From an optimization exercise on the open Yosys and OpenROAD flow, aimed at small area and a short achievable clock period; shortcuts taken in it are not production practice.
Where RTL was checked, it was by simulation tests only, not by an equivalence proof against the original.
Function not checked in runs 1 and 2: the RTL went through the layout flow alone.
Power figures rest on the tool's default switching activity, not on a simulated workload.

## flow/design.v

```verilog
`default_nettype none
package setup_pkg;
	typedef struct packed {
		logic [6:0] rsvd_hi;
		logic       joy_swap;
		logic       rsvd_7;
		logic [1:0] isa_wait;
		logic [2:0] speed;
		logic       rsvd_1;
		logic       reset_req;
	} status_t;
	typedef struct packed {
		logic [4:0] cpu_speed;
		logic [7:0] wait_states;
		logic       joy_swap;
	} setup_t;
	typedef struct packed {
		logic [3:0]  btn0;
		logic [3:0]  btn1;
		logic [15:0] an0;
		logic [15:0] an1;
	} joy_in_t;
endpackage
`default_nettype wire
`default_nettype none
package xfer_pkg;
	typedef struct packed {
		logic       download;
		logic       wr;
		logic [6:0] addr;
		logic [7:0] data;
	} ioctl_t;
	typedef struct packed {
		logic [7:0] hi;
		logic [7:0] lo;
	} bios_bytes_t;
	typedef union packed {
		logic [15:0] word;
		bios_bytes_t bytes;
	} bios_word_u;
	typedef struct packed {
		logic       valid;
		logic [13:0] addr;
		bios_word_u data;
	} bios_out_t;
endpackage
`default_nettype wire
`timescale 1ns/1ps
`default_nettype none
module setup_ctrl (
	input  wire     clk_cpu,
	input  wire     reset_i,
	input  setup_pkg::status_t status_i,
	input  wire     loaded_i,
	output setup_pkg::setup_t  setup_o,
	output logic    sys_reset_o
);
	setup_pkg::setup_t setup_d;
	always_comb begin
		setup_d.joy_swap = status_i.joy_swap;
		case (status_i.speed)
			3'd1: setup_d.cpu_speed = 5'd1;
			3'd2: setup_d.cpu_speed = 5'd2;
			3'd3: setup_d.cpu_speed = 5'd3;
			3'd4: setup_d.cpu_speed = 5'd7;
			3'd5: setup_d.cpu_speed = 5'd15;
			3'd6: setup_d.cpu_speed = 5'd31;
			default: setup_d.cpu_speed = 5'd0;
		endcase
		case (status_i.isa_wait)
			2'd0: setup_d.wait_states = 8'd50;
			2'd1: setup_d.wait_states = 8'd100;
			2'd2: setup_d.wait_states = 8'd166;
			default: setup_d.wait_states = 8'd200;
		endcase
	end
	always_ff @(posedge clk_cpu) begin
		if (reset_i) begin
			setup_o.cpu_speed   <= 5'd0;
			setup_o.wait_states <= 8'd50;
			setup_o.joy_swap    <= 1'b0;
		end else begin
			setup_o <= setup_d;
		end
	end
	always_ff @(posedge clk_cpu) begin
		sys_reset_o <= reset_i | status_i.reset_req | ~loaded_i;
	end
endmodule
`default_nettype wire
`timescale 1ns/1ps
`default_nettype none
module bios_loader (
	input  wire         clk_cpu,
	input  wire         reset_i,
	input  xfer_pkg::ioctl_t      ioctl_i,
	input  wire         bios_credit_i,
	output xfer_pkg::bios_out_t   bios_o,
	output logic [15:0] bios_checksum_o,
	output logic        loaded_o
);
	localparam int AW = $clog2(64);
	localparam int PW = AW + 1;
	logic [15:0]   mem [64];
	logic [7:0]    lo_byte;
	logic          dl_q;
	logic [PW-1:0] pend;
	logic          has_word;
	logic [PW-1:0] pend_up;
	logic [PW-1:0] pend_dn;
	logic [13:0]   last_addr;
	logic [4-1:0] credits;
	logic          valid_q;
	logic [15:0]   data_q;
	logic          dl_rise;
	logic          dl_fall;
	logic          even_wr;
	logic          odd_wr;
	logic          send;
	logic [7:0]    rd_lo;
	logic [7:0]    rd_hi;
	logic [15:0]   grp [8];
	logic [15:0]   rd_word;
	always_comb begin
		rd_word = '0;
		for (int j = 0; j < 8; j++) begin
			grp[j] = '0;
			for (int k = 0; k < 8; k++) begin
				grp[j] = grp[j] | ({16{rd_lo[k]}} & mem[8*j+k]);
			end
			rd_word = rd_word | ({16{rd_hi[j]}} & grp[j]);
		end
	end
	assign dl_rise = ioctl_i.download & ~dl_q;
	assign dl_fall = ~ioctl_i.download & dl_q;
	assign even_wr = ioctl_i.download & ioctl_i.wr & ~ioctl_i.addr[0];
	assign odd_wr  = ioctl_i.download & ioctl_i.wr & ioctl_i.addr[0];
	assign pend_up = pend + 1'b1;
	assign pend_dn = pend - 1'b1;
	assign send = ~dl_rise & has_word & credits[0];
	always_ff @(posedge clk_cpu) begin
		if (reset_i) begin
			dl_q            <= 1'b0;
			pend            <= '0;
			has_word        <= 1'b0;
			rd_lo           <= 8'd1;
			rd_hi           <= 8'd1;
			last_addr       <= '1;
			credits         <= '1;
			valid_q         <= 1'b0;
			bios_checksum_o <= '0;
			loaded_o        <= 1'b0;
		end else begin
			dl_q    <= ioctl_i.download;
			valid_q <= send;
			if (dl_rise) begin
				pend     <= PW'(odd_wr);
				has_word <= odd_wr;
			end else begin
				if (odd_wr & ~send) begin
					pend     <= pend_up;
					has_word <= pend != '1;
				end else if (send & ~odd_wr) begin
					pend     <= pend_dn;
					has_word <= pend != PW'(1);
				end
			end
			if (dl_rise) begin
				rd_lo     <= 8'd1;
				rd_hi     <= 8'd1;
				last_addr <= '1;
			end else if (send) begin
				rd_lo     <= {rd_lo[6:0], rd_lo[7]};
				if (rd_lo[7]) begin
					rd_hi <= {rd_hi[6:0], rd_hi[7]};
				end
				last_addr <= last_addr + 1'b1;
			end
			if (bios_credit_i & ~send) begin
				credits <= {credits[4-2:0], 1'b1};
			end else if (send & ~bios_credit_i) begin
				credits <= {1'b0, credits[4-1:1]};
			end
			if (dl_rise) begin
				bios_checksum_o <= '0;
			end else if (valid_q) begin
				bios_checksum_o <= bios_checksum_o + data_q;
			end
			if (dl_fall) begin
				loaded_o <= 1'b1;
			end
		end
	end
	always_ff @(posedge clk_cpu) begin
		if (even_wr) begin
			lo_byte <= ioctl_i.data;
		end
		if (odd_wr) begin
			mem[ioctl_i.addr[AW:1]] <= {ioctl_i.data, lo_byte};
		end
		data_q <= rd_word;
	end
	assign bios_o.valid = valid_q;
	assign bios_o.addr  = last_addr;
	assign bios_o.data  = data_q;
endmodule
`default_nettype wire
`timescale 1ns/1ps
`default_nettype none
module game_port (
	input  wire        clk_cpu,
	input  wire        reset_i,
	input  setup_pkg::setup_t     setup_i,
	input  setup_pkg::joy_in_t    joy_i,
	input  wire        joy_wr_i,
	output logic [7:0] gpio_o
);
	logic [8:0]  div_cnt;
	logic        tick;
	logic [7:0]  axis_cnt;
	logic [3:0]  axis_q;
	logic [3:0]  btn_q;
	logic [3:0]  hit_raw;
	logic [3:0]  hit;
	logic [7:0]  cnt_s;
	assign tick = div_cnt >= {setup_i.cpu_speed, 4'hF};
	assign cnt_s = axis_cnt ^ 8'h80;
	assign hit_raw[0] = joy_i.an1[15:8] == cnt_s;
	assign hit_raw[1] = joy_i.an1[7:0]  == cnt_s;
	assign hit_raw[2] = joy_i.an0[15:8] == cnt_s;
	assign hit_raw[3] = joy_i.an0[7:0]  == cnt_s;
	assign hit = setup_i.joy_swap ? {hit_raw[1:0], hit_raw[3:2]} : hit_raw;
	always_ff @(posedge clk_cpu) begin
		if (reset_i) begin
			div_cnt  <= '0;
			axis_cnt <= 8'hFF;
			axis_q   <= '0;
		end else if (joy_wr_i) begin
			div_cnt  <= '0;
			axis_cnt <= '0;
			axis_q   <= 4'hF;
		end else begin
			div_cnt <= tick ? '0 : div_cnt + 9'd1;
			if (axis_cnt != 8'hFF) begin
				axis_q <= axis_q & ~hit;
				if (tick) begin
					axis_cnt <= axis_cnt + 8'd1;
				end
			end else begin
				axis_q <= '0;
			end
		end
	end
	always_ff @(posedge clk_cpu) begin
		if (setup_i.joy_swap) begin
			btn_q <= ~{joy_i.btn1[1:0], joy_i.btn0[1:0]};
		end else begin
			btn_q <= ~{joy_i.btn0[1:0], joy_i.btn1[1:0]};
		end
	end
	assign gpio_o = {btn_q, axis_q};
endmodule
`default_nettype wire
`timescale 1ns/1ps
`default_nettype none
module cen_gen #(
	parameter int unsigned INC = 1,
	parameter int unsigned MOD = 2
) (
	input  wire  clk_cpu,
	input  wire  reset_i,
	output logic cen_o
);
	function automatic integer gcd(input integer a, input integer b);
		integer x, y, t;
		x = a;
		y = b;
		while (y != 0) begin
			t = x % y;
			x = y;
			y = t;
		end
		gcd = x;
	endfunction
	localparam integer G  = gcd(INC, MOD);
	localparam integer I  = INC / G;
	localparam integer M  = MOD / G;
	localparam integer K  = (M - 1) / I;
	localparam integer R0 = M - K * I;
	localparam integer RW = (I > 1) ? $clog2(I) : 1;
	localparam integer NB = (K < 15) ? 4 : $clog2(K + 2);
	function automatic [NB-1:0] lfsr_step(input [NB-1:0] s);
		logic fb;
		case (NB)
			4:  fb = s[3] ^ s[2];
			5:  fb = s[4] ^ s[2];
			6:  fb = s[5] ^ s[4];
			7:  fb = s[6] ^ s[5];
			8:  fb = s[7] ^ s[5] ^ s[4] ^ s[3];
			9:  fb = s[8] ^ s[4];
			10: fb = s[9] ^ s[6];
			11: fb = s[10] ^ s[8];
			12: fb = s[11] ^ s[5] ^ s[3] ^ s[0];
			13: fb = s[12] ^ s[3] ^ s[2] ^ s[0];
			14: fb = s[13] ^ s[4] ^ s[2] ^ s[0];
			15: fb = s[14] ^ s[13];
			default: fb = s[15] ^ s[14] ^ s[12] ^ s[3];
		endcase
		lfsr_step = {s[NB-2:0], fb};
	endfunction
	function automatic [NB-1:0] lfsr_skip(input [NB-1:0] s, input integer n);
		logic [NB-1:0] x;
		x = s;
		for (int i = 0; i < n; i++) begin
			x = lfsr_step(x);
		end
		lfsr_skip = x;
	endfunction
	localparam logic [NB-1:0] LOAD_K  = NB'(1);
	localparam logic [NB-1:0] LOAD_K1 = lfsr_skip(LOAD_K, 1);
	localparam logic [NB-1:0] LAST    = lfsr_skip(LOAD_K, K);
	localparam logic [RW-1:0] UP   = RW'(I - R0);
	localparam logic [RW-1:0] DOWN = RW'(R0);
	localparam integer LONG_LO = 2 * R0 - I;
	localparam integer LONG_HI = 2 * R0;
	logic [NB-1:0] cnt;
	logic [RW-1:0] rem;
	logic          low;
	logic          next_long;
	logic          wrap;
	assign wrap = cnt == LAST;
	assign low  = rem < RW'(R0);
	assign next_long = low ? ((LONG_LO > 0) && ({1'b0, rem} < (RW+1)'(LONG_LO)))
	                       : ((LONG_HI >= I) || ({1'b0, rem} < (RW+1)'(LONG_HI)));
	always_ff @(posedge clk_cpu) begin
		if (reset_i) begin
			cnt   <= LOAD_K;
			rem   <= '0;
			cen_o <= 1'b0;
		end else if (wrap) begin
			cnt   <= next_long ? LOAD_K : LOAD_K1;
			rem   <= low ? rem + UP : rem - DOWN;
			cen_o <= 1'b1;
		end else begin
			cnt   <= lfsr_step(cnt);
			cen_o <= 1'b0;
		end
	end
endmodule
`default_nettype wire
`timescale 1ns/1ps
`default_nettype none
module next186_glue (
	input  wire         clk_cpu,
	input  wire         reset_i,
	input  setup_pkg::status_t     status_i,
	input  xfer_pkg::ioctl_t      ioctl_i,
	input  wire         bios_credit_i,
	input  setup_pkg::joy_in_t     joy_i,
	input  wire         joy_wr_i,
	output setup_pkg::setup_t      setup_o,
	output logic        sys_reset_o,
	output xfer_pkg::bios_out_t   bios_o,
	output logic [15:0] bios_checksum_o,
	output logic [7:0]  gpio_o,
	output logic        cen_opl2_o,
	output logic        cen_audio_o
);
	logic bios_loaded;
	setup_ctrl u_setup_ctrl (
		.clk_cpu     (clk_cpu),
		.reset_i     (reset_i),
		.status_i    (status_i),
		.loaded_i    (bios_loaded),
		.setup_o     (setup_o),
		.sys_reset_o (sys_reset_o)
	);
	bios_loader u_bios_loader (
		.clk_cpu         (clk_cpu),
		.reset_i         (reset_i),
		.ioctl_i         (ioctl_i),
		.bios_credit_i   (bios_credit_i),
		.bios_o          (bios_o),
		.bios_checksum_o (bios_checksum_o),
		.loaded_o        (bios_loaded)
	);
	game_port u_game_port (
		.clk_cpu  (clk_cpu),
		.reset_i  (reset_i),
		.setup_i  (setup_o),
		.joy_i    (joy_i),
		.joy_wr_i (joy_wr_i),
		.gpio_o   (gpio_o)
	);
	cen_gen #(
		.INC (358),
		.MOD (50 * 100)
	) u_cen_opl2 (
		.clk_cpu (clk_cpu),
		.reset_i (reset_i),
		.cen_o   (cen_opl2_o)
	);
	cen_gen #(
		.INC (44100),
		.MOD (50 * 1000000)
	) u_cen_audio (
		.clk_cpu (clk_cpu),
		.reset_i (reset_i),
		.cen_o   (cen_audio_o)
	);
endmodule
`default_nettype wire
`timescale 1ns/1ps
`default_nettype none
module next186_glue_top (
	input  wire         clk_cpu,
	input  wire         reset_i,
	input  wire  [15:0] status_i,
	input  wire  [16:0] ioctl_i,
	input  wire         bios_credit_i,
	input  wire  [39:0] joy_i,
	input  wire         joy_wr_i,
	output wire  [13:0] setup_o,
	output wire         sys_reset_o,
	output wire  [30:0] bios_o,
	output wire  [15:0] bios_checksum_o,
	output wire  [7:0]  gpio_o,
	output wire         cen_opl2_o,
	output wire         cen_audio_o
);
	setup_pkg::setup_t  setup_s;
	xfer_pkg::bios_out_t bios_s;
	next186_glue u_glue (
		.clk_cpu         (clk_cpu),
		.reset_i         (reset_i),
		.status_i        (setup_pkg::status_t'(status_i)),
		.ioctl_i         (xfer_pkg::ioctl_t'(ioctl_i)),
		.bios_credit_i   (bios_credit_i),
		.joy_i           (setup_pkg::joy_in_t'(joy_i)),
		.joy_wr_i        (joy_wr_i),
		.setup_o         (setup_s),
		.sys_reset_o     (sys_reset_o),
		.bios_o          (bios_s),
		.bios_checksum_o (bios_checksum_o),
		.gpio_o          (gpio_o),
		.cen_opl2_o      (cen_opl2_o),
		.cen_audio_o     (cen_audio_o)
	);
	assign setup_o = setup_s;
	assign bios_o  = bios_s;
endmodule
`default_nettype wire
```

## flow/flow/run.sh

```bash
#!/bin/bash
set -e
export CTS_ARGS="-sink_clustering_enable -repair_clock_nets -dont_use_dummy_load -sink_clustering_size ${CTS_SIZE:-24} -sink_clustering_max_diameter ${CTS_DIAM:-80}"
export BUFFER_PORTS_ARGS="-buffer_cell sky130_fd_sc_hd__buf_2"
cp standard.sh standard_sh.txt
bash standard.sh > standard.log 2>&1
```

## flow/standard.sh

```bash
#!/bin/bash
# synth_recipe.tcl (not shown) runs the flow's synth.tcl, then flattens the netlist and writes it again
# the make line also repeats each setting of config.mk as NAME=value (left out here)
make -C /OpenROAD-flow-scripts/flow DESIGN_CONFIG=/design/flow/config.mk WORK_HOME=/design/flow/orfs CLKGATE_MAP_FILE= SYNTH_SCRIPT=/design/flow/synth_recipe.tcl "${@:-finish}"
```

## flow/config.mk

```make
export PLATFORM = sky130hd
export DESIGN_NAME = next186_glue_top
export DESIGN_NICKNAME = next186_glue_top
export VERILOG_FILES = /design/flow/design.v
export SDC_FILE = /design/flow/constraint.sdc
export NUM_CORES = 4
export LEC_CHECK = 0
export CAP_MARGIN = 20
export CORE_MARGIN = 2
export CORE_UTILIZATION = 60
export SETUP_SLACK_MARGIN = 1.3
export SLEW_MARGIN = 20
```

## flow/constraint.sdc

```tcl
create_clock -name core_clock -period 3.0 [get_ports {clk_cpu}]
set_input_delay 0.6000 -clock core_clock [delete_from_list [all_inputs] [get_ports {clk_cpu}]]
set_output_delay 0.6000 -clock core_clock [all_outputs]
set_load 0.01 [all_outputs]
```

==> impl_metrics.toml, run 1 <==
[synth]
synth_cell_types = 66
synth.avg_cell_area_um2 = 15.7
synth-seq-cells = 1182
syn_area_um2 = 44500
synth_fp_nets = 2965
synth_most_common_cell = "edfxtp_1"
netlist.area_leader.share = 0.696
synth_edf_count = 1032
synth_ff_type = "edfxtp_1"
async_flop_share = 0
yosys.area.top_type = "edfxtp_1"
yosysWarnings = 6
synthTopCellsByCount = "edfxtp_1, a22oi_1, nand4_1, clkbuf_1, dfxtp_1"
postSynthCellCount = 2842
ys_seq_area_frac = 0.764
synth_area_leaders = "edfxtp_1, a22oi_1, dfxtp_1"

[place]
placed_cell_area_um2 = 47700
io_buffers = 134
dp.final_hpwl_mm = 72.9
gp_congestion = 0.943

[global_routing]
grt_pass1_wl_mm = 188
antenna_found_initial = 8
grt_max_degree = 66
grt_use_total = 0.341
grt_pass1_vias = 27493
grt_overflow = 0

[worst_hold_path]
hold_path_class = "in2reg"
hold_end = "u_glue.u_game_port.btn_q[1]"
worstHoldPathCells = 2
holdCritStartpoint = "joy_i[33]"

[die]
die_w_um = 276
rows = 99
pin_count = 149
initial_utilization = 0.608
core_um2 = 73200
dieHeight_um = 276
fp.dieArea_um2 = 76400

[worst_setup_path]
cp.required_ns = 3.43
end_kind = "flop"
reg2reg_to = "u_glue.u_bios_loader.data_q[15]"
rr_worst_depth = 7
start_kind = "flop"
cp_top_family = "buffers and inverters"
crit_chain = "buf_12 -> buf_6 -> bufbuf_16 -> a22oi_1 -> nand4_1 -> a22oi_2 -> nand4_1"
cpMostUsedCell = "nand4_1"
cp_num_buf_inv = 3
path_max_fanout = 9
critPathKind = "reg2reg"
worst_path_max_delay_cell = "dfxtp_4"
cp.arrival_ns = 2.59
slowest_delay_ns = 0.38
rrSetupSlack_ns = 0.84
r2r-start = "u_glue.u_bios_loader.rd_lo[4]"

[final_layout]
layout-drive-gt1-share = 0.299
fin_nets = 3350
n_fill_cell = 4472
fin_area_um2 = 53700
area_growth_pct = 20.7

[timing]
post-route-min-period_ns = 2.16
timing.final.max_slew_violations = 0
max_freq_mhz = 463
setup_viol = 0
fin_setup_tns_ns = 0
fin_crit_sh = 0.719
rsz0062_at_grt = "true"
finalHoldViolCount = 0
clock_skew_ns = 0.0582
tightest_slew_ns = 1.22
relSlewSlack = 0.185
hold_ws_ns = 0.135

[routing]
drc = 0
routed-wl-met2_mm = 63.0
route.detailed.wl_per_inst_um = 31.9
first_pass_iters = 6
vias_per_cell = 6.87
wl_met3_mm = 14.8
highest_layer = "met5"
via_count = 28762
postRouteAntennaNets = 0
routed_wl_mm = 133
met1Wirelength_mm = 50.8
drt_iter0_markers = 3925

[clock_network]
cts_tree = "built"
clock-root-buffer = "clkbuf_16"
numCtsBuffers = 56
clk_pin_slew_ns = 0.10
cts_hold_buf = 0
insertion_delay_ns = 0.67
cts.sinks = 1182
htreeDepth = 2
clockBufferDepth = 3

[pwr]
leakagePower_nw = 17.1
total_power_w = 0.0274
vdd_drop_max_mv = 0.634
power-per-cell-area_nw_per_um2 = 511

[job]
cap_violations = 0

[outcome]
outcome = "timing/DRC/antenna clean"
==> per-layer routing <==
layer | GRT usage | vias up
met4 | 0.122 | 8
met3 | 0.0638 | 234
li1 | - | 12127
met1 | 0.481 | 14665
met2 | 0.537 | 1728
met5 | 0 | -
==> placed cells by master (no fill, tap or decap), types with 33 or more instances in the layout <==
cell type	instances
nand2_1	85
dfxtp_4	33
a21oi_1	67
edfxtp_1	1032
a22oi_2	140
buf_2	81
nand4_1	163
buf_12	52
nor2_1	79
dfxtp_2	59
nand3_1	42
clkbuf_16	59
dfxtp_1	58
buf_6	121
buf_4	209
a22oi_1	437
xnor2_1	44
nor2_2	41
==> kinds of logic after synthesis <==
| kind of cell | count (synthesis) | synth area share |
|---|---|---|
| buffers and inverters | 219 | 0.0190 |
| and+or+nand+nor | 561 | 0.0659 |
| muxes | 20 | 0.00461 |
| AOI/OAI and AO/OA | 746 | 0.120 |
| DFF | 1182 | 0.764 |
| xor gates and xnor gates | 67 | 0.0132 |
| adders and majority gates | 46 | 0.0131 |
| other | 1 | 0.0000842 |
==> worst max-delay path by stage <==
stage,start,to,slack [ns],cells after the start
floorplan,ioctl_i[12],u_glue.u_bios_loader.mem[48][0],0.60,3
global placement,ioctl_i[11],u_glue.u_bios_loader.mem[60][13],0.47,5
detailed placement,ioctl_i[11],u_glue.u_bios_loader.mem[60][13],0.45,5
CTS,u_glue.u_bios_loader.bios_checksum_o[0],u_glue.u_bios_loader.bios_checksum_o[12],0.92,9
global route,u_glue.u_bios_loader.bios_checksum_o[0],u_glue.u_bios_loader.bios_checksum_o[12],0.79,9
finish,u_glue.u_bios_loader.rd_lo[4],u_glue.u_bios_loader.data_q[15],0.84,7
==> timing repair <==
| item | CTS | global route |
|---|---|---|
| endpoints found under the hold margin | 0 | 0 |
| resized for setup | 404 | 187 |
| pin swaps | 134 | 124 |
| gates cloned | 19 | 5 |
| buffers inserted | 121 | 40 |
| setup endpoints to repair | 571 | 798 |
==> metrics by stage <==
stage / setup slack (ns) / util / instances
finish: 0.842 / 0.734 / 4186
global route: 0.787 / 0.734 / 4185
CTS: 0.921 / 0.717 / 4139
detailed placement: 0.453 / 0.652 / 3943
global placement: 0.473 / 0.652 / 3943
floorplan: 0.600 / - / 2842
==> sequential cells by signal, summed over array words and instances, names as in the netlist, 4 cells and up <==
name and count:
u_glue.u_bios_loader.bios_checksum_o 16, u_glue.u_bios_loader.credits 4, u_glue.u_bios_loader.data_q 16, u_glue.u_bios_loader.last_addr 14
u_glue.u_bios_loader.lo_byte 8, u_glue.u_bios_loader.mem 1024, u_glue.u_bios_loader.pend 7, u_glue.u_bios_loader.rd_hi 8
u_glue.u_bios_loader.rd_lo 8, u_glue.u_cen_audio.cnt 11, u_glue.u_cen_audio.rem 9, u_glue.u_cen_opl2.cnt 4
u_glue.u_cen_opl2.rem 8, u_glue.u_game_port.axis_cnt 8, u_glue.u_game_port.axis_q 4, u_glue.u_game_port.btn_q 4
u_glue.u_game_port.div_cnt 9, u_glue.u_setup_ctrl.setup_o 13
==> report_power, final <==
part	internal, W	switching (W)
Clock	0.00332	0.00471
Combinational	0.000533	0.000852
Sequential	0.0179	0.000114
==> final cells by class <==
type	instances	area [µm²]	area share
Timing Repair Buffer	507	5430	0.101
Clock buffer	56	1400	0.0261
Antenna cell	2	5.00	0.0000932
Sequential cell	1182	34200	0.637
Multi-Input combinational cell	1444	11300	0.211
Tap cell	959	1200	0.0223
Inverter	36	153	0.00284
==> worst reg2reg max path, stage by stage, from the launching register on <==
cell and delay (ns):
dfxtp_4 0.38, buf_12 0.15, buf_6 0.13, bufbuf_16 0.28, a22oi_1 0.18, nand4_1 0.15, a22oi_2 0.35, nand4_1 0.31
==> run 2: changes to the inputs <==
--- a/flow/design.v
+++ b/flow/design.v
@@ -199,5 +199,7 @@
 			mem[ioctl_i.addr[AW:1]] <= {ioctl_i.data, lo_byte};
 		end
-		data_q <= rd_word;
+		if (send) begin
+			data_q <= rd_word;
+		end
 	end
 	assign bios_o.valid = valid_q;
==> flow/run.sh (new file) <==
#!/bin/bash
# synth_recipe.tcl (not shown) runs the flow's synth.tcl, then flattens the netlist and writes it again
# the make line also repeats each setting of config.mk as NAME=value (left out here)
make -C /OpenROAD-flow-scripts/flow DESIGN_CONFIG=/design/flow/config.mk WORK_HOME=/design/flow/orfs CLKGATE_MAP_FILE= SYNTH_SCRIPT=/design/flow/synth_recipe.tcl finish
--- a/flow/config.mk
+++ b/flow/config.mk
@@ -9,4 +9,6 @@
 export CORE_MARGIN = 2
 export CORE_UTILIZATION = 60
-export SETUP_SLACK_MARGIN = 1.3
+export CTS_CLUSTER_DIAMETER = 80
+export CTS_CLUSTER_SIZE = 24
+export SETUP_SLACK_MARGIN = 1.0
 export SLEW_MARGIN = 20
removed: flow/flow/run.sh
removed: flow/standard.sh
==> run 2 against run 1 <==
  * Final cell count shrank 1.3%
  * Critical path depth stayed put
  * Fmax down 4.3%
  * Die area barely moved
  * Highest routed layer unchanged
==> impl_metrics.toml, run 2 <==
[outcome]
outcome = "timing/DRC/antenna clean"

[place]
dp_cells = 3910
gp_congestion = 0.911
placed_cell_area_um2 = 49200
pre_cts_slack_ns = -0.0230
io_buffers = 134
dp.final_hpwl_mm = 73.2

[final_layout]
layout-drive-gt1-share = 0.241
multi_input_area_um2 = 11100
fin_cells = 4131
layout_common_cells = "edfxtp_1, a22oi_1, a22oi_2, nand4_1, buf_4"
area_growth_pct = 21.3
final_common_cell = "edfxtp_1"
final_util = 0.737
n_fill_cell = 4417
fin_area_um2 = 54000
largest_reg_flops = 1024
fin_nets = 3268
seq_area_um2 = 34200

[timing]
timing.final.max_slew_violations = 0
fin_crit_sh = 0.752
clock_skew_ns = 0.0292
hold_ws_ns = 0.376
setup_viol = 0
relSlewSlack = 0.163
tightest_slew_ns = 1.25
layout_setup_ws_ns = 0.744
rsz0062_at_grt = "true"
max_freq_mhz = 443
post-route-min-period_ns = 2.26
finalHoldViolCount = 0

[global_routing]
grt_overflow = 0
grt_pass1_wl_mm = 186
antenna_found_initial = 6
grt_max_degree = 66
grt_pass1_vias = 26776
grt_use_total = 0.338

[synth]
synth_cell_types = 65
ys_seq_area_frac = 0.767
synth_fp_nets = 2928
async_flop_share = 0
yosysWarnings = 6
synth.avg_cell_area_um2 = 15.9
synth_most_common_cell = "edfxtp_1"
postSynthCellCount = 2805
synth-seq-cells = 1182
synth_edf_count = 1048
synth_area_leaders = "edfxtp_1, a22oi_1, dfxtp_1"
syn_area_um2 = 44500
yosys.area.top_type = "edfxtp_1"
netlist.area_leader.share = 0.707
synth_ff_type = "edfxtp_1"
synthTopCellsByCount = "edfxtp_1, a22oi_1, nand4_1, clkbuf_1, nor2_1"

[routing]
drc = 0
route.detailed.wl_per_inst_um = 31.8
routed_wl_mm = 132
first_pass_iters = 6
drt_iter0_markers = 3549
vias_per_cell = 6.82
via_count = 28164
postRouteAntennaNets = 0

[die]
die_w_um = 276
pin_count = 149
fp.dieArea_um2 = 76400
rows = 99
initial_utilization = 0.608
dieHeight_um = 276
core_um2 = 73200

[clock_network]
clk_pin_slew_ns = 0.10
clock-root-buffer = "clkbuf_16"
cts_tree = "built"
insertion_delay_ns = 0.69
clockBufferDepth = 3
htreeDepth = 2
cts.sinks = 1182
numCtsBuffers = 56

[worst_hold_path]
hold_path_class = "in2reg"

[worst_setup_path]
crit_chain = "buf_6 -> buf_12 -> buf_16 -> a22oi_2 -> nand4_1 -> a22oi_2 -> nand4_1"
worst_path_max_delay_cell = "a22oi_2"
start_kind = "flop"
slowest_delay_ns = 0.44
cp.required_ns = 3.38
critPathKind = "reg2reg"
path_max_fanout = 5
cp.arrival_ns = 2.63
end_kind = "flop"

[job]
cap_violations = 0

[pwr]
power-per-cell-area_nw_per_um2 = 516
vdd_drop_max_mv = 0.543
leakagePower_nw = 17.0
run 2: routing by layer:
layer / global-route usage / share of wire / vias up
met5: 0 / 0.00040 / -
met3: 0.0707 / 0.11 / 231
met1: 0.474 / 0.38 / 14333
li1: - / - / 11944
met2: 0.525 / 0.47 / 1648
met4: 0.134 / 0.040 / 8
run 2: critical path: cells and delay by family (launching register included):
kind | cells | cell delay (ns)
buf+inv | 3 | 0.42
compound gates | 2 | 0.58
simple gates | 2 | 0.55
flops | 1 | 0.38
run 2: cells by family after synthesis:
family	after synthesis	share of synthesized area
compound gates	743	0.121
flops	1182	0.767
mux	20	0.00450
xor+xnor	75	0.0148
fa+ha+maj	46	0.0131
buf+inv	216	0.0193
simple gates	522	0.0604
other cells	1	0.0000843
run 2: worst paths after layout:
| check | from | end | slack (ns) | cells past startpoint |
|---|---|---|---|---|
| max reg2reg | u_glue.u_bios_loader.rd_lo[4] | u_glue.u_bios_loader.data_q[6] | 0.74 | 7 |
| min | ioctl_i[6] | u_glue.u_bios_loader.mem[26][14] | 0.38 | 1 |
| min reg2reg | u_glue.u_bios_loader.loaded_o | u_glue.u_setup_ctrl.sys_reset_o | 0.39 | 1 |
| max | u_glue.u_bios_loader.rd_lo[4] | u_glue.u_bios_loader.data_q[6] | 0.74 | 7 |
run 2: through the flow:
| step | total power (W) | setup TNS [ns] |
|---|---|---|
| 2_1_floorplan | 0.0190 | 0 |
| 3_3_place_gp | 0.0196 | 0 |
| 3_5_place_dp | 0.0196 | -0.0230 |
| 4_1_cts | 0.0278 | 0 |
| 5_1_grt | 0.0286 | 0 |
| 6_report | 0.0279 | 0 |
run 2: cell type report:
| cell class | count | area share |
|---|---|---|
| Antenna cell | 1 | 0.0000464 |
| Clock buffer | 74 | 0.0272 |
| Clock inverter | 10 | 0.00185 |
| Inverter | 32 | 0.00236 |
| Multi-Input combinational cell | 1407 | 0.206 |
| Sequential cell | 1182 | 0.634 |
| Tap cell | 959 | 0.0222 |
| Timing Repair Buffer | 466 | 0.106 |
run 2: repair_timing:
item	in CTS	in global routing
gates cloned	17	2
resized for setup	360	132
pin swaps	129	115
endpoints found under the setup margin	536	224
setup buffers	94	23
hold buffers	0	0
run 2: power by group:
| part | internal [W] | switching, W |
|---|---|---|
| clock | 0.00349 | 0.00493 |
| sequential | 0.0179 | 0.000111 |
| combinational | 0.000549 | 0.000843 |
| total | 0.0220 | 0.00588 |
==> run 3: changes to the inputs <==
--- a/flow/design.v
+++ b/flow/design.v
@@ -103,4 +103,7 @@
 	localparam int PW = AW + 1;
 	logic [15:0]   mem [64];
+	logic [16*64-1:0] mem_q;
+	logic [64-1:0] wsel;
+	logic [64-1:0] wkeep;
 	logic [7:0]    lo_byte;
 	logic          dl_q;
@@ -192,14 +195,23 @@
 		end
 	end
+	always_comb begin
+		for (int i = 0; i < 64; i++) begin
+			wsel[i]  = odd_wr & (ioctl_i.addr[AW:1] == AW'(i));
+			wkeep[i] = ~wsel[i];
+			mem[i]   = mem_q[16*i +: 16];
+		end
+	end
+	bios_mem #(.DEPTH(64)) u_mem (
+		.clk_cpu (clk_cpu),
+		.sel_i   (wsel),
+		.keep_i  (wkeep),
+		.d_i     ({ioctl_i.data, lo_byte}),
+		.q_o     (mem_q)
+	);
 	always_ff @(posedge clk_cpu) begin
 		if (even_wr) begin
 			lo_byte <= ioctl_i.data;
 		end
-		if (odd_wr) begin
-			mem[ioctl_i.addr[AW:1]] <= {ioctl_i.data, lo_byte};
-		end
-		if (send) begin
-			data_q <= rd_word;
-		end
+		data_q <= rd_word;
 	end
 	assign bios_o.valid = valid_q;
@@ -207,4 +219,19 @@
 	assign bios_o.data  = data_q;
 endmodule
+module bios_mem #(
+	parameter int DEPTH = 64
+) (
+	input  wire                  clk_cpu,
+	input  wire  [DEPTH-1:0]     sel_i,
+	input  wire  [DEPTH-1:0]     keep_i,
+	input  wire  [15:0]          d_i,
+	output logic [16*DEPTH-1:0]  q_o
+);
+	always_ff @(posedge clk_cpu) begin
+		for (int i = 0; i < DEPTH; i++) begin
+			q_o[16*i +: 16] <= ({16{sel_i[i]}} & d_i) | ({16{keep_i[i]}} & q_o[16*i +: 16]);
+		end
+	end
+endmodule
 `default_nettype wire
 `timescale 1ns/1ps
==> flow/flow/run.sh (new file) <==
#!/bin/bash
set -e
export CTS_ARGS="-sink_clustering_enable -repair_clock_nets -dont_use_dummy_load -sink_clustering_size ${CTS_SIZE:-24} -sink_clustering_max_diameter ${CTS_DIAM:-80}"
export BUFFER_PORTS_ARGS="-buffer_cell sky130_fd_sc_hd__buf_2"
cp standard.sh standard_sh.txt
bash standard.sh > standard.log 2>&1
==> flow/standard.sh (new file) <==
#!/bin/bash
# synth_recipe.tcl (not shown) runs the flow's synth.tcl, then flattens the netlist and writes it again
# the make line also repeats each setting of config.mk as NAME=value (left out here)
make -C /OpenROAD-flow-scripts/flow DESIGN_CONFIG=/design/flow/config.mk WORK_HOME=/design/flow/orfs CLKGATE_MAP_FILE= SYNTH_SCRIPT=/design/flow/synth_recipe.tcl "${@:-finish}"
--- a/flow/config.mk
+++ b/flow/config.mk
@@ -9,6 +9,6 @@
 export CORE_MARGIN = 2
 export CORE_UTILIZATION = 60
-export CTS_CLUSTER_DIAMETER = 80
-export CTS_CLUSTER_SIZE = 24
 export SETUP_SLACK_MARGIN = 1.0
 export SLEW_MARGIN = 20
+export SYNTH_HIERARCHICAL = 1
+export SYNTH_MINIMUM_KEEP_SIZE = 0
removed: flow/run.sh
==> run 3 against run 2 <==
  * Still clean
  * Flip-flop and latch count stayed put
  * Routed wire length is 26% higher
  * Register-to-register slack lost 0.05 ns
  * Area after synthesis is 5.3% higher
  * First-iteration DRC count is 57% higher
  * Global-route usage rose by 5.1 points
  * Non-clock buffer count increased by 73
  * Worst hold slack worse by 0.23 ns
  * Critical path type unchanged
  * Largest power group unchanged
==> impl_metrics.toml, run 3 <==
[pwr]
vdd_drop_max_mv = 0.530
p_int_w = 0.0208
power-per-cell-area_nw_per_um2 = 536
leakagePower_nw = 20.4
p_clk_frac = 0.301
combPwrFrac = 0.081
switchingPower_w = 0.00669
p_seq_frac = 0.618
switching_share = 0.243

[final_layout]
fin_cells = 5392
final_util = 0.664
area_growth_pct = 9.51
n_fill_cell = 5944
layout-drive-gt1-share = 0.178
largest_reg_flops = 1024
layout_common_cells = "dfxtp_1, a22o_1, a22oi_1, buf_4, nand4_1"
fin_nets = 4472
final_common_cell = "dfxtp_1"

[synth]
ys_seq_area_frac = 0.507
yosys.area.top_type = "dfxtp_1"
synth_cell_types = 93
netlist.area_leader.share = 0.501
syn_area_um2 = 46900
synth_area_leaders = "dfxtp_1, a22o_1, a22oi_1"
synth-seq-cells = 1182
synth.avg_cell_area_um2 = 10.9
synth_fp_nets = 4423
yosysWarnings = 14
synth_ff_type = "dfxtp_1"
synth_most_common_cell = "dfxtp_1"
postSynthCellCount = 4300
async_flop_share = 0
synth_edf_count = 8
synthTopCellsByCount = "dfxtp_1, a22o_1, a22oi_1, buf_6, nand4_1"

[clock_network]
clockBufferDepth = 3
insertion_delay_ns = 0.67
numCtsBuffers = 56
cts_tree = "built"
clock-root-buffer = "clkbuf_16"
cts.sinks = 1182
cts_hold_buf = 0
clk_pin_slew_ns = 0.10
htreeDepth = 2

[worst_setup_path]
path_max_fanout = 5
cp_top_family = "compound AO/OA/AOI/OAI gates"
cp.required_ns = 3.42
critPathKind = "reg2reg"
slowest_delay_ns = 0.50
start_kind = "flop"
cp.arrival_ns = 2.72
crit_chain = "buf_12 -> buf_12 -> a22oi_2 -> nand4_1 -> a22oi_2 -> nand4_1"
end_kind = "flop"
rrSetupSlack_ns = 0.70
cp_num_buf_inv = 2
worst_path_max_delay_cell = "a22oi_2"

[die]
fp.dieArea_um2 = 80400
pin_count = 149
rows = 102
core_um2 = 77300
die_w_um = 283
dieHeight_um = 283
initial_utilization = 0.606

[job]
cap_violations = 0

[global_routing]
grt_pass1_vias = 37292
antenna_found_initial = 7
grt_use_total = 0.389
grt_max_degree = 66
grt_pass1_wl_mm = 241
grt_overflow = 0

[timing]
post-route-min-period_ns = 2.30
clock_skew_ns = 0.0387
relSlewSlack = 0.232
tightest_slew_ns = 1.15
setup_viol = 0
rsz0062_at_grt = "true"
max_freq_mhz = 434
fin_setup_tns_ns = 0
layout_setup_ws_ns = 0.698
fin_crit_sh = 0.767
finalHoldViolCount = 0
timing.final.max_slew_violations = 0

[worst_hold_path]
hold_path_class = "in2reg"

[routing]
routed_wl_mm = 165
postRouteAntennaNets = 0
drt_iter0_markers = 5588
via_count = 39120
first_pass_iters = 6
drc = 0
route.detailed.wl_per_inst_um = 30.7
vias_per_cell = 7.26

[place]
pre_cts_slack_ns = 0.477
dp_cells = 5238
dp.final_hpwl_mm = 100
gp_congestion = 0.941
io_buffers = 134

[outcome]
outcome = "timing/DRC/antenna clean"
[run 3: layer usage]
layer / share of wire / global-route usage
met5: 0.00049 / 0
met4: 0.065 / 0.222
met3: 0.11 / 0.0765
met2: 0.44 / 0.595
met1: 0.39 / 0.514
[run 3: logic make-up after synthesis]
family / Yosys count / synth area share
compound gates: 1785 / 0.311
xor+xnor: 65 / 0.0121
fa+ha+maj: 46 / 0.0124
buf+inv: 644 / 0.0900
flops: 1182 / 0.507
mux: 21 / 0.00470
other cells: 1 / 0.0000800
simple gates: 556 / 0.0631
[run 3: metrics by stage]
stage	total power, W	cell area, µm²	hold slack, ns
3_3_place_gp	0.0192	47700	0.380
4_1_cts	0.0274	50700	0.115
3_5_place_dp	0.0193	47700	0.377
5_1_grt	0.0283	51300	0.145
6_report	0.0275	51300	0.142
2_1_floorplan	0.0186	46900	0.358
[run 3: power by group through the flow]
| stage | Sequential, W | Combinational (W) | Clock (W) |
|---|---|---|---|
| after floorplan | 0.0172 | 0.00148 | 0 |
| after global placement | 0.0173 | 0.00187 | 0 |
| after detailed placement | 0.0173 | 0.00193 | 0 |
| after CTS | 0.0170 | 0.00214 | 0.00830 |
| after global routing | 0.0171 | 0.00235 | 0.00885 |
| final | 0.0170 | 0.00223 | 0.00829 |
[run 3: final timing paths]
check / startpoint / to / cells past startpoint
worst min register to register: u_glue.u_bios_loader.loaded_o / u_glue.u_setup_ctrl.sys_reset_o / 1
worst max-delay path: u_glue.u_bios_loader.rd_lo[1] / u_glue.u_bios_loader.data_q[5] / 6
worst max register to register: u_glue.u_bios_loader.rd_lo[1] / u_glue.u_bios_loader.data_q[5] / 6
worst min-delay path: status_i[0] / u_glue.u_setup_ctrl.sys_reset_o / 3
[run 3: per-module statistics from Yosys, one instance, submodules excluded, a selection]
module / area (µm²) / cells inside / copies in the design / flip-flops and latches
bios_loader: 10200 / 1431 / 1 / 85
setup_ctrl: 472 / 46 / 1 / 14
game_port: 1720 / 193 / 1 / 25
[run 3: worst min-delay path, stage by stage]
cell and delay (ns):
buf_2 0.08, nor2_1 0.04, nand2_1 0.05
[run 3: timing repair]
action,in CTS,in global routing
pin swaps,99,79
resized for setup,118,79
hold endpoints to repair,0,0
endpoints found under the setup margin,27,47
gates cloned,9,3
buffers inserted,59,22
[run 3: layout make-up]
cell class                      count  area, µm²  area share
Sequential cell                  1182      23800       0.464
Multi-Input combinational cell   2474      19600       0.382
Antenna cell                        5       12.5    0.000244
Clock buffer                       56       1400      0.0273
Tap cell                         1040       1300      0.0254
Inverter                           96        360     0.00702
Timing Repair Buffer              539       4860      0.0947
==> run 4: changes to the inputs <==
--- a/flow/config.mk
+++ b/flow/config.mk
@@ -9,6 +9,7 @@
 export CORE_MARGIN = 2
 export CORE_UTILIZATION = 60
-export SETUP_SLACK_MARGIN = 1.0
+export SETUP_SLACK_MARGIN = 1.3
 export SLEW_MARGIN = 20
 export SYNTH_HIERARCHICAL = 1
 export SYNTH_MINIMUM_KEEP_SIZE = 0
+export TNS_END_PERCENT = 10
==> run 4 against run 3 <==
  * Clock power hardly changed
  * Critical path depth is the same
  * Routed wire length is 1.2% higher
  * Worst setup slack gained 0.034 ns
  * Flip-flop and latch count did not move
  * Via count fell by 0.15%
  * Largest power group unchanged
  * Critical path type unchanged
  * Synthesized cell count unchanged
  * Clock skew decreased by 0.0024 ns
  * Still clean on timing, DRC and antenna
==> impl_metrics.toml, run 4 <==
[outcome]
outcome = "timing/DRC/antenna clean"

[routing]
first_pass_iters = 6
route.detailed.wl_per_inst_um = 30.9
routed_wl_mm = 167
vias_per_cell = 7.21
drc = 0
drt_iter0_markers = 5221
postRouteAntennaNets = 0
via_count = 39061

[synth]
synth_most_common_cell = "dfxtp_1"
synth_fp_nets = 4423
yosysWarnings = 14
ys_seq_area_frac = 0.507
async_flop_share = 0
postSynthCellCount = 4300
synth_ff_type = "dfxtp_1"
synth_cell_types = 93
synthTopCellsByCount = "dfxtp_1, a22o_1, a22oi_1, buf_6, nand4_1"
yosys.area.top_type = "dfxtp_1"
synth-seq-cells = 1182
synth_area_leaders = "dfxtp_1, a22o_1, a22oi_1"
syn_area_um2 = 46900
synth_edf_count = 8
synth.avg_cell_area_um2 = 10.9
netlist.area_leader.share = 0.501

[final_layout]
layout_common_cells = "dfxtp_1, a22o_1, a22oi_1, buf_4, nand4_1"
fin_cells = 5417
fin_nets = 4492
final_util = 0.675
final_common_cell = "dfxtp_1"
largest_reg_flops = 1024
area_growth_pct = 11.5
fin_area_um2 = 52200
layout-drive-gt1-share = 0.208

[die]
core_um2 = 77300
pin_count = 149
dieHeight_um = 283
die_w_um = 283
rows = 102
fp.dieArea_um2 = 80400
initial_utilization = 0.606

[timing]
fin_crit_sh = 0.756
setup_viol = 0
timing.final.max_slew_violations = 0
rsz0062_at_grt = "true"
max_freq_mhz = 441
fin_setup_tns_ns = 0
tightest_slew_ns = 1.26
relSlewSlack = 0.156
finalHoldViolCount = 0
hold_ws_ns = 0.152
clock_skew_ns = 0.0363
post-route-min-period_ns = 2.27

[place]
io_buffers = 134
gp_congestion = 0.951
dp_cells = 5194
dp.final_hpwl_mm = 99.8
placed_cell_area_um2 = 47500

[clock_network]
cts_tree = "built"
clock-root-buffer = "clkbuf_16"
clk_pin_slew_ns = 0.10
numCtsBuffers = 56
cts.sinks = 1182
insertion_delay_ns = 0.67
htreeDepth = 2
clockBufferDepth = 3

[global_routing]
gr-usage-met1 = 0.526
gr-usage-met2 = 0.576
grt_overflow = 0
grt.met3_usage = 0.104
grt_pass1_wl_mm = 243
grt_pass1_vias = 37139
antenna_found_initial = 9
grt-busiest-layer = "met2"
grt_use_total = 0.393
grt_max_degree = 66

[worst_setup_path]
cp_num_buf_inv = 2
worst_path_max_delay_cell = "a22oi_2"
cp.arrival_ns = 2.71
crit_chain = "buf_4 -> buf_4 -> a22oi_2 -> nand4_1 -> a22oi_2 -> nand4_1"
cp_top_family = "simple AND/OR/NAND/NOR gates"
start_kind = "flop"
slowest_delay_ns = 0.45
critPathKind = "reg2reg"
cp.required_ns = 3.44
end_kind = "flop"
path_max_fanout = 7

[worst_hold_path]
hold_path_class = "in2reg"

[job]
cap_violations = 0

[pwr]
vdd_drop_max_mv = 0.503
leakagePower_nw = 20.7
power-per-cell-area_nw_per_um2 = 528
[run 4: worst reg2reg max path: stages (launching register included)]
cell and delay, ns:
dfxtp_4 0.43, buf_4 0.19, buf_4 0.17, a22oi_2 0.16
nand4_1 0.29, a22oi_2 0.46, nand4_1 0.35
[run 4: path summary, 6_finish.rpt]
path / start / to / slack [ns] / depth (start not counted)
worst max-delay path: u_glue.u_bios_loader.rd_lo[4] / u_glue.u_bios_loader.data_q[8] / 0.73 / 6
worst min-delay path: joy_i[32] / u_glue.u_game_port.btn_q[0] / 0.15 / 2
worst max register to register: u_glue.u_bios_loader.rd_lo[4] / u_glue.u_bios_loader.data_q[8] / 0.73 / 6
worst min register to register: u_glue.u_cen_audio.cnt[0] / u_glue.u_cen_audio.cnt[1] / 0.45 / 1
[run 4: metrics by stage]
| stage | power (W) | worst slack, ns |
|---|---|---|
| final | 0.0276 | 0.732 |
| after CTS | 0.0274 | 0.903 |
| after floorplan | 0.0186 | 1.00 |
| after global routing | 0.0283 | 0.825 |
| after global placement | 0.0192 | 0.569 |
| after detailed placement | 0.0193 | 0.508 |
[run 4: report_power, final]
| group | internal [W] | switching [W] |
|---|---|---|
| sequential | 0.0165 | 0.000539 |
| clock | 0.00333 | 0.00497 |
| combinational | 0.00106 | 0.00123 |
[run 4: metal layers]
layer	wire length, µm	vias up	share of wire
li1	-	16555	-
met1	65400	19432	0.39
met2	71300	2604	0.43
met3	20500	470	0.12
met4	10200	0	0.061
met5	0	-	0
[run 4: kinds of logic (layout without fill, tap and decap cells)]
| family | count (synthesis) | in the layout | synth area share |
|---|---|---|---|
| AO/OA/AOI/OAI | 1785 | 1785 | 0.311 |
| XOR/XNOR | 65 | 65 | 0.0121 |
| adder cells (fa/ha/maj) | 46 | 46 | 0.0124 |
| buffers and inverters | 644 | 710 | 0.0900 |
| flip-flops | 1182 | 1182 | 0.507 |
| multiplexers | 21 | 21 | 0.00470 |
| other | 1 | 11 | 0.0000800 |
| AND/OR/NAND/NOR | 556 | 557 | 0.0631 |
[run 4: final cells by class]
type	count	area [µm²]
Antenna cell	10	25.0
Clock buffer	56	1400
Fill cell	5948	25100
Inverter	96	384
Multi-Input combinational cell	2475	20000
Sequential cell	1182	23900
Tap cell	1040	1300
Timing Repair Buffer	558	5220
[run 4: timing repair]
| action | in CTS | in global routing |
|---|---|---|
| hold buffers | 0 | 0 |
| pin swaps | 116 | 100 |
| gates resized for setup | 148 | 188 |
| cloned | 10 | 5 |
| setup endpoints to repair | 268 | 776 |
| buffers inserted | 77 | 65 |
[run 4: modules after synthesis (local to each module, per instance), excerpt]
module / cell area, µm² / cells / flip-flops and latches
game_port: 1720 / 193 / 25
setup_ctrl: 472 / 46 / 14
bios_loader: 10200 / 1431 / 85
==> run 5: changes to the inputs <==
--- a/flow/config.mk
+++ b/flow/config.mk
@@ -13,3 +13,2 @@
 export SYNTH_HIERARCHICAL = 1
 export SYNTH_MINIMUM_KEEP_SIZE = 0
-export TNS_END_PERCENT = 10
==> run 5 against run 4 <==
  * Critical path type unchanged
  * Clock skew is 0.0013 ns higher
  * Still clean
  * Largest cell class unchanged
  * Power is 0.16% higher
  * Register-to-register slack better by 0.07 ns
  * Cell area up 1.5%
  * Core utilization increased by 1.0 points
  * Clock-buffer cell count unchanged
  * Non-clock buffer count decreased by 55
  * Final cell count fell by 1.1%
  * Via count up 0.42%
  * Global-route usage up 0.43 points
  * Highest routed layer is now met5
==> impl_metrics.toml, run 5 <==
[outcome]
outcome = "timing/DRC/antenna clean"

[timing]
relSlewSlack = 0.165
clock_skew_ns = 0.0377
layout_setup_ws_ns = 0.807
rsz0062_at_grt = "true"
tightest_slew_ns = 1.25
post-route-min-period_ns = 2.19
finalHoldViolCount = 0
fin_setup_tns_ns = 0
max_freq_mhz = 456
timing.final.max_slew_violations = 0
setup_viol = 0
fin_crit_sh = 0.731

[place]
dp_cells = 5101
io_buffers = 134
gp_congestion = 0.955
dp.final_hpwl_mm = 96.2
pre_cts_slack_ns = 0.506

[routing]
via_count = 39227
postRouteAntennaNets = 0
vias_per_cell = 7.32
drt_iter0_markers = 4796
first_pass_iters = 6
routed_wl_mm = 168
drc = 0
route.detailed.wl_per_inst_um = 31.4

[clock_network]
clk_pin_slew_ns = 0.10
insertion_delay_ns = 0.65
numCtsBuffers = 56
clockBufferDepth = 3
htreeDepth = 2
cts.sinks = 1182
clock-root-buffer = "clkbuf_16"
cts_tree = "built"

[synth]
synth_cell_types = 93
yosys.area.top_type = "dfxtp_1"
synth_area_leaders = "dfxtp_1, a22o_1, a22oi_1"
async_flop_share = 0
synth_ff_type = "dfxtp_1"
ys_seq_area_frac = 0.507
netlist.area_leader.share = 0.501
synth.avg_cell_area_um2 = 10.9
postSynthCellCount = 4300
yosysWarnings = 14
synth-adder-area-share = 0.0124
syn_area_um2 = 46900
synth-seq-cells = 1182
synth_most_common_cell = "dfxtp_1"
synthXorXnorAreaFrac = 0.0121
synth_edf_count = 8
synthTopCellsByCount = "dfxtp_1, a22o_1, a22oi_1, buf_6, nand4_1"
synth_compound_area_frac = 0.311
synthSimpleGateAreaFrac = 0.0631
synth_fp_nets = 4423
synth_top_family_by_area = "compound AO/OA/AOI/OAI gates"
synthMuxAreaShare = 0.00470

[worst_setup_path]
reg2reg_to = "u_glue.u_bios_loader.data_q[9]"
end_kind = "flop"
start_kind = "flop"
cp.required_ns = 3.48
critPathKind = "reg2reg"
r2r-start = "u_glue.u_bios_loader.rd_lo[0]"
cp.arrival_ns = 2.68
path_max_fanout = 7
rrSetupSlack_ns = 0.81
rr_worst_depth = 7

[die]
rows = 102
initial_utilization = 0.606
pin_count = 149
die_w_um = 283
dieHeight_um = 283
fp.dieArea_um2 = 80400
core_um2 = 77300

[global_routing]
grt_pass1_wl_mm = 246
antenna_found_initial = 8
grt_pass1_vias = 37622
grt_overflow = 0
grt_max_degree = 66
grt_use_total = 0.397

[worst_hold_path]
hold_end = "u_glue.u_setup_ctrl.sys_reset_o"
holdCritStartpoint = "status_i[0]"
hold_path_class = "in2reg"
worstHoldPathCells = 3

[final_layout]
final_common_cell = "dfxtp_1"
largest_reg_flops = 1024
fin_cells = 5358
layout-drive-gt1-share = 0.236
final_util = 0.686
fin_nets = 4438
area_growth_pct = 13.2
layout_common_cells = "dfxtp_1, a22o_1, a22oi_1, buf_4, nand4_1"

[pwr]
total_power_w = 0.0276
power-per-cell-area_nw_per_um2 = 521
leakagePower_nw = 20.9
vdd_drop_max_mv = 0.624

[job]
cap_violations = 0
==> run 5: cell counts after synthesis <==
Identical to the previous run, type by type.
==> run 5: cell type report <==
type | instances | area, µm²
flip-flops and latches | 1182 | 24000
well taps | 1040 | 1300
repair buffers | 503 | 5140
inverters | 96 | 514
diodes | 5 | 12.5
multi-input cells | 2476 | 20700
clock buffers | 56 | 1400
fillers | 5718 | 24300
==> run 5: worst max-delay path by stage <==
stage	start	end	slack, ns	cells after the start
finish	u_glue.u_bios_loader.rd_lo[0]	u_glue.u_bios_loader.data_q[9]	0.81	7
global route	u_glue.u_bios_loader.rd_lo[5]	u_glue.u_bios_loader.data_q[9]	0.92	6
CTS	u_glue.u_bios_loader.rd_lo[0]	u_glue.u_bios_loader.data_q[9]	0.98	6
detailed placement	ioctl_i[16]	u_glue.u_bios_loader.u_mem.q_o[878]	0.51	7
global placement	ioctl_i[16]	u_glue.u_bios_loader.u_mem.q_o[275]	0.55	8
floorplan	ioctl_i[16]	u_glue.u_bios_loader.pend[5]	1.04	9
==> run 5: per-module statistics from Yosys, one instance, submodules excluded, excerpt <==
| module | cell area (µm²) | copies in the design |
|---|---|---|
| setup_ctrl | 472 | 1 |
| bios_loader | 10200 | 1 |
| game_port | 1720 | 1 |
==> run 5: where the power goes <==
part	internal, W	switching (W)	leakage (nW)
logic	0.00112	0.00126	10.6
clock network	0.00333	0.00494	0.690
registers	0.0165	0.000534	9.64
==> run 5: metrics by stage <==
stage,hold WS [ns],cell area [µm²]
final,0.129,53000
after global routing,0.142,53000
after CTS,0.104,51800
after detailed placement,0.396,47500
after global placement,0.396,47500
after floorplan,0.358,48800
==> run 5: cell families (layout without fill, tap and decap cells) <==
family,Yosys count,in the layout
xor gates and xnor gates,65,65
AOI/OAI and AO/OA,1785,1785
adders and majority gates,46,46
DFF,1182,1182
other,1,6
muxes,21,21
and+or+nand+nor,556,558
buffers and inverters,644,655
==> run 5: what timing repair did <==
action / CTS / global route
pin swaps: 133 / 108
gates resized for setup: 357 / 181
hold buffers: 0 / 0
buffers inserted: 120 / 58
setup endpoints to repair: 669 / 744
gates cloned: 14 / 4
==> run 5: critical path, stage by stage, from the launching register on <==
cell     delay [ns]
dfxtp_4        0.42
buf_12         0.16
buf_16         0.15
buf_4          0.16
a22oi_1        0.18
nand4_1        0.39
a22oi_2        0.39
nand4_1        0.17
==> run 5: metal layers <==
| layer | up-vias | wire length, µm | global-route usage |
|---|---|---|---|
| met3 | 584 | 19000 | 0.112 |
| met2 | 2558 | 73100 | 0.597 |
| met5 | - | 118 | 0 |
| met4 | 10 | 10700 | 0.229 |
| met1 | 19567 | 65400 | 0.511 |
| li1 | 16508 | - | - |
==> run 6: changes to the inputs <==
==> flow/flow/run.sh (replaced) <==
#!/bin/bash
set -e
export CTS_ARGS="-sink_clustering_enable -repair_clock_nets -dont_use_dummy_load -sink_clustering_size ${CTS_SIZE:-24} -sink_clustering_max_diameter ${CTS_DIAM:-80}"
export BUFFER_PORTS_ARGS="-buffer_cell sky130_fd_sc_hd__buf_1"
cp standard.sh standard_sh.txt
bash standard.sh > standard.log 2>&1
--- a/flow/config.mk
+++ b/flow/config.mk
@@ -6,9 +6,10 @@
 export NUM_CORES = 4
 export LEC_CHECK = 0
-export CAP_MARGIN = 20
+export CAP_MARGIN = 10
 export CORE_MARGIN = 2
 export CORE_UTILIZATION = 60
 export SETUP_SLACK_MARGIN = 1.3
-export SLEW_MARGIN = 20
+export SLEW_MARGIN = 10
 export SYNTH_HIERARCHICAL = 1
 export SYNTH_MINIMUM_KEEP_SIZE = 0
+export TNS_END_PERCENT = 10
==> run 6 against run 5 <==
  * Clock power barely moved
  * Sequential share of layout area up 1.2 points
  * Fmax fell by 0.41%
  * Largest power group unchanged
  * Die area is the same
  * Critical path depth fell by 1
  * Worst setup slack lost 0.0091 ns
  * Largest cell class unchanged
==> impl_metrics.toml, run 6 <==
[outcome]
outcome = "timing/DRC/antenna clean"

[worst_hold_path]
hold_path_class = "in2reg"

[worst_setup_path]
start_kind = "flop"
cp.required_ns = 3.46
cp.arrival_ns = 2.66
cp_top_family = "compound AO/OA/AOI/OAI gates"
crit_chain = "buf_12 -> buf_12 -> a22oi_2 -> nand4_1 -> a22oi_2 -> nand4_1"
path_max_fanout = 11
critPathKind = "reg2reg"
worst_path_max_delay_cell = "a22oi_2"
end_kind = "flop"
cp_num_buf_inv = 2
slowest_delay_ns = 0.48

[synth]
synth_edf_count = 8
syn_area_um2 = 46900
postSynthCellCount = 4300
synth_ff_type = "dfxtp_1"
synth_area_leaders = "dfxtp_1, a22o_1, a22oi_1"
synth-seq-cells = 1182
netlist.area_leader.share = 0.501
ys_seq_area_frac = 0.507
synth.avg_cell_area_um2 = 10.9
yosysWarnings = 14
synthTopCellsByCount = "dfxtp_1, a22o_1, a22oi_1, buf_6, nand4_1"
synth_most_common_cell = "dfxtp_1"
yosys.area.top_type = "dfxtp_1"
synth_cell_types = 93
synth_fp_nets = 4423
async_flop_share = 0

[timing]
fin_crit_sh = 0.734
clock_skew_ns = 0.0563
finalHoldViolCount = 0
max_freq_mhz = 454
post-route-min-period_ns = 2.20
hold_ws_ns = 0.169
rsz0062_at_grt = "true"
timing.final.max_slew_violations = 0
layout_setup_ws_ns = 0.798
setup_viol = 0
fin_setup_tns_ns = 0
relSlewSlack = 0.114
tightest_slew_ns = 1.33

[routing]
first_pass_iters = 6
route.detailed.wl_per_inst_um = 31.2
vias_per_cell = 7.28
routed_wl_mm = 167
drc = 0
drt_iter0_markers = 5347
postRouteAntennaNets = 0
via_count = 38856

[final_layout]
largest_reg_flops = 1024
layout-drive-gt1-share = 0.165
layout_common_cells = "dfxtp_1, a22o_1, a22oi_1, buf_4, nand4_1"
area_growth_pct = 9.61
final_util = 0.664
fin_area_um2 = 51400
n_fill_cell = 5943
final_common_cell = "dfxtp_1"
fin_nets = 4423

[global_routing]
grt_pass1_vias = 36848
grt_pass1_wl_mm = 242
grt_max_degree = 65
antenna_found_initial = 8
grt_overflow = 0
grt_use_total = 0.391

[clock_network]
clockBufferDepth = 3
cts_tree = "built"
clk_pin_slew_ns = 0.10
cts.sinks = 1182
numCtsBuffers = 56
cts_hold_buf = 0
clock-root-buffer = "clkbuf_16"
insertion_delay_ns = 0.69
htreeDepth = 2

[place]
dp.final_hpwl_mm = 97.9
io_buffers = 134
pre_cts_slack_ns = 0.275
placed_cell_area_um2 = 47000
gp_congestion = 0.953

[die]
core_um2 = 77300
dieHeight_um = 283
pin_count = 149
initial_utilization = 0.606
rows = 102
fp.dieArea_um2 = 80400
die_w_um = 283

[pwr]
vdd_drop_max_mv = 0.544
leakagePower_nw = 19.9
power-per-cell-area_nw_per_um2 = 536

[job]
cap_violations = 0
-- run 6: cell types whose count changed in the layout (fill, tap and decap cells not counted), sizes merged --
cell / delta
clkbuf: +13
nand3: -1
or3b: -1
inv: +1
diode: -3
buf: -23
bufbuf: -3
clkinv: -1
-- run 6: through the flow --
step	cells	power (W)
finish	5340	0.0275
global route	5340	0.0283
CTS	5274	0.0273
detailed placement	5150	0.0192
global placement	5150	0.0191
floorplan	4300	0.0186
-- run 6: what timing repair did --
item | CTS | global route
hold endpoints to repair | 0 | 0
cloned | 3 | 8
setup endpoints to repair | 964 | 845
resized for setup | 134 | 182
buffers inserted | 65 | 56
pin swaps | 91 | 117
-- run 6: Yosys stat by module (local to each module, per instance), a selection --
| module | cell area (µm²) | flops+latches |
|---|---|---|
| game_port | 1720 | 25 |
| setup_ctrl | 472 | 14 |
| bios_loader | 10200 | 85 |
-- run 6: cell families after synthesis --
kind of cell,count (synthesis),synth area share
AOI/OAI and AO/OA,1785,0.311
xor gates and xnor gates,65,0.0121
adders and majority gates,46,0.0124
buffers and inverters,644,0.0900
DFF,1182,0.507
muxes,21,0.00470
other,1,0.0000800
and+or+nand+nor,556,0.0631
-- run 6: cell type report --
cell class / instances / area (µm²) / share of cell area
diodes: 2 / 5.00 / 0.0000974
clock buffers: 56 / 1400 / 0.0273
inverters: 96 / 405 / 0.00789
multi-input cells: 2474 / 20000 / 0.390
flip-flops and latches: 1182 / 23900 / 0.464
well taps: 1040 / 1300 / 0.0253
repair buffers: 490 / 4380 / 0.0853
-- run 6: path summary, 6_finish.rpt --
path	start	to	slack, ns	depth (start not counted)
worst max-delay path	u_glue.u_bios_loader.rd_lo[2]	u_glue.u_bios_loader.data_q[4]	0.80	6
worst min-delay path	status_i[8]	u_glue.u_setup_ctrl.setup_o[0]	0.17	2
worst min register to register	u_glue.u_cen_audio.cnt[0]	u_glue.u_cen_audio.cnt[1]	0.45	1
worst max register to register	u_glue.u_bios_loader.rd_lo[2]	u_glue.u_bios_loader.data_q[4]	0.80	6
-- run 6: report_power, final --
group / internal [W] / switching [W]
Sequential: 0.0165 / 0.000535
Combinational: 0.00102 / 0.00122
Clock: 0.00333 / 0.00495
-- run 6: routing by layer --
metal,routed length (µm),track usage,vias to the layer above
li1,-,-,16431
met1,64200,0.514,19210
met2,72900,0.588,2672
met3,19800,0.109,535
met4,9860,0.201,8
met5,173,0.0113,-

## port drivers added, routing unchanged
No port has a modelled driver above. Below, the same layouts with a new extraction and two added sets of constraints. Step 1: set_driving_cell puts a clkbuf_16 on clk_cpu and a buf_2 on each other input, an assumption about the parent block. Step 2 also shifts input and output timing later by t, the mid clock arrival at the registers, as if the neighbouring blocks saw the same clock. a / b / c = ideal / step 1 / step 2; a / b = the first two.
run	t (ns)	setup WS [ns]	clock arrival spread, ns	pins driven straight from the clock port
run 1	0.715	0.842 / 0.842 / 0.579	0.062 / 0.063	1
run 2	0.744	0.744 / 0.744 / 0.253	0.032 / 0.031	1
run 3	0.716	0.698 / 0.698 / 0.340	0.058 / 0.059	1
run 4	0.718	0.732 / 0.732 / 0.492	0.054 / 0.053	1
run 5	0.710	0.807 / 0.807 / 0.568	0.051 / 0.050	1
run 6	0.732	0.798 / 0.798 / 0.254	0.065 / 0.065	1
After both steps setup and hold are still met in every run listed. For run 6, which loses most, drivers alone change the setup slack by 0.000 ns; drivers and shift together by -0.544 ns.
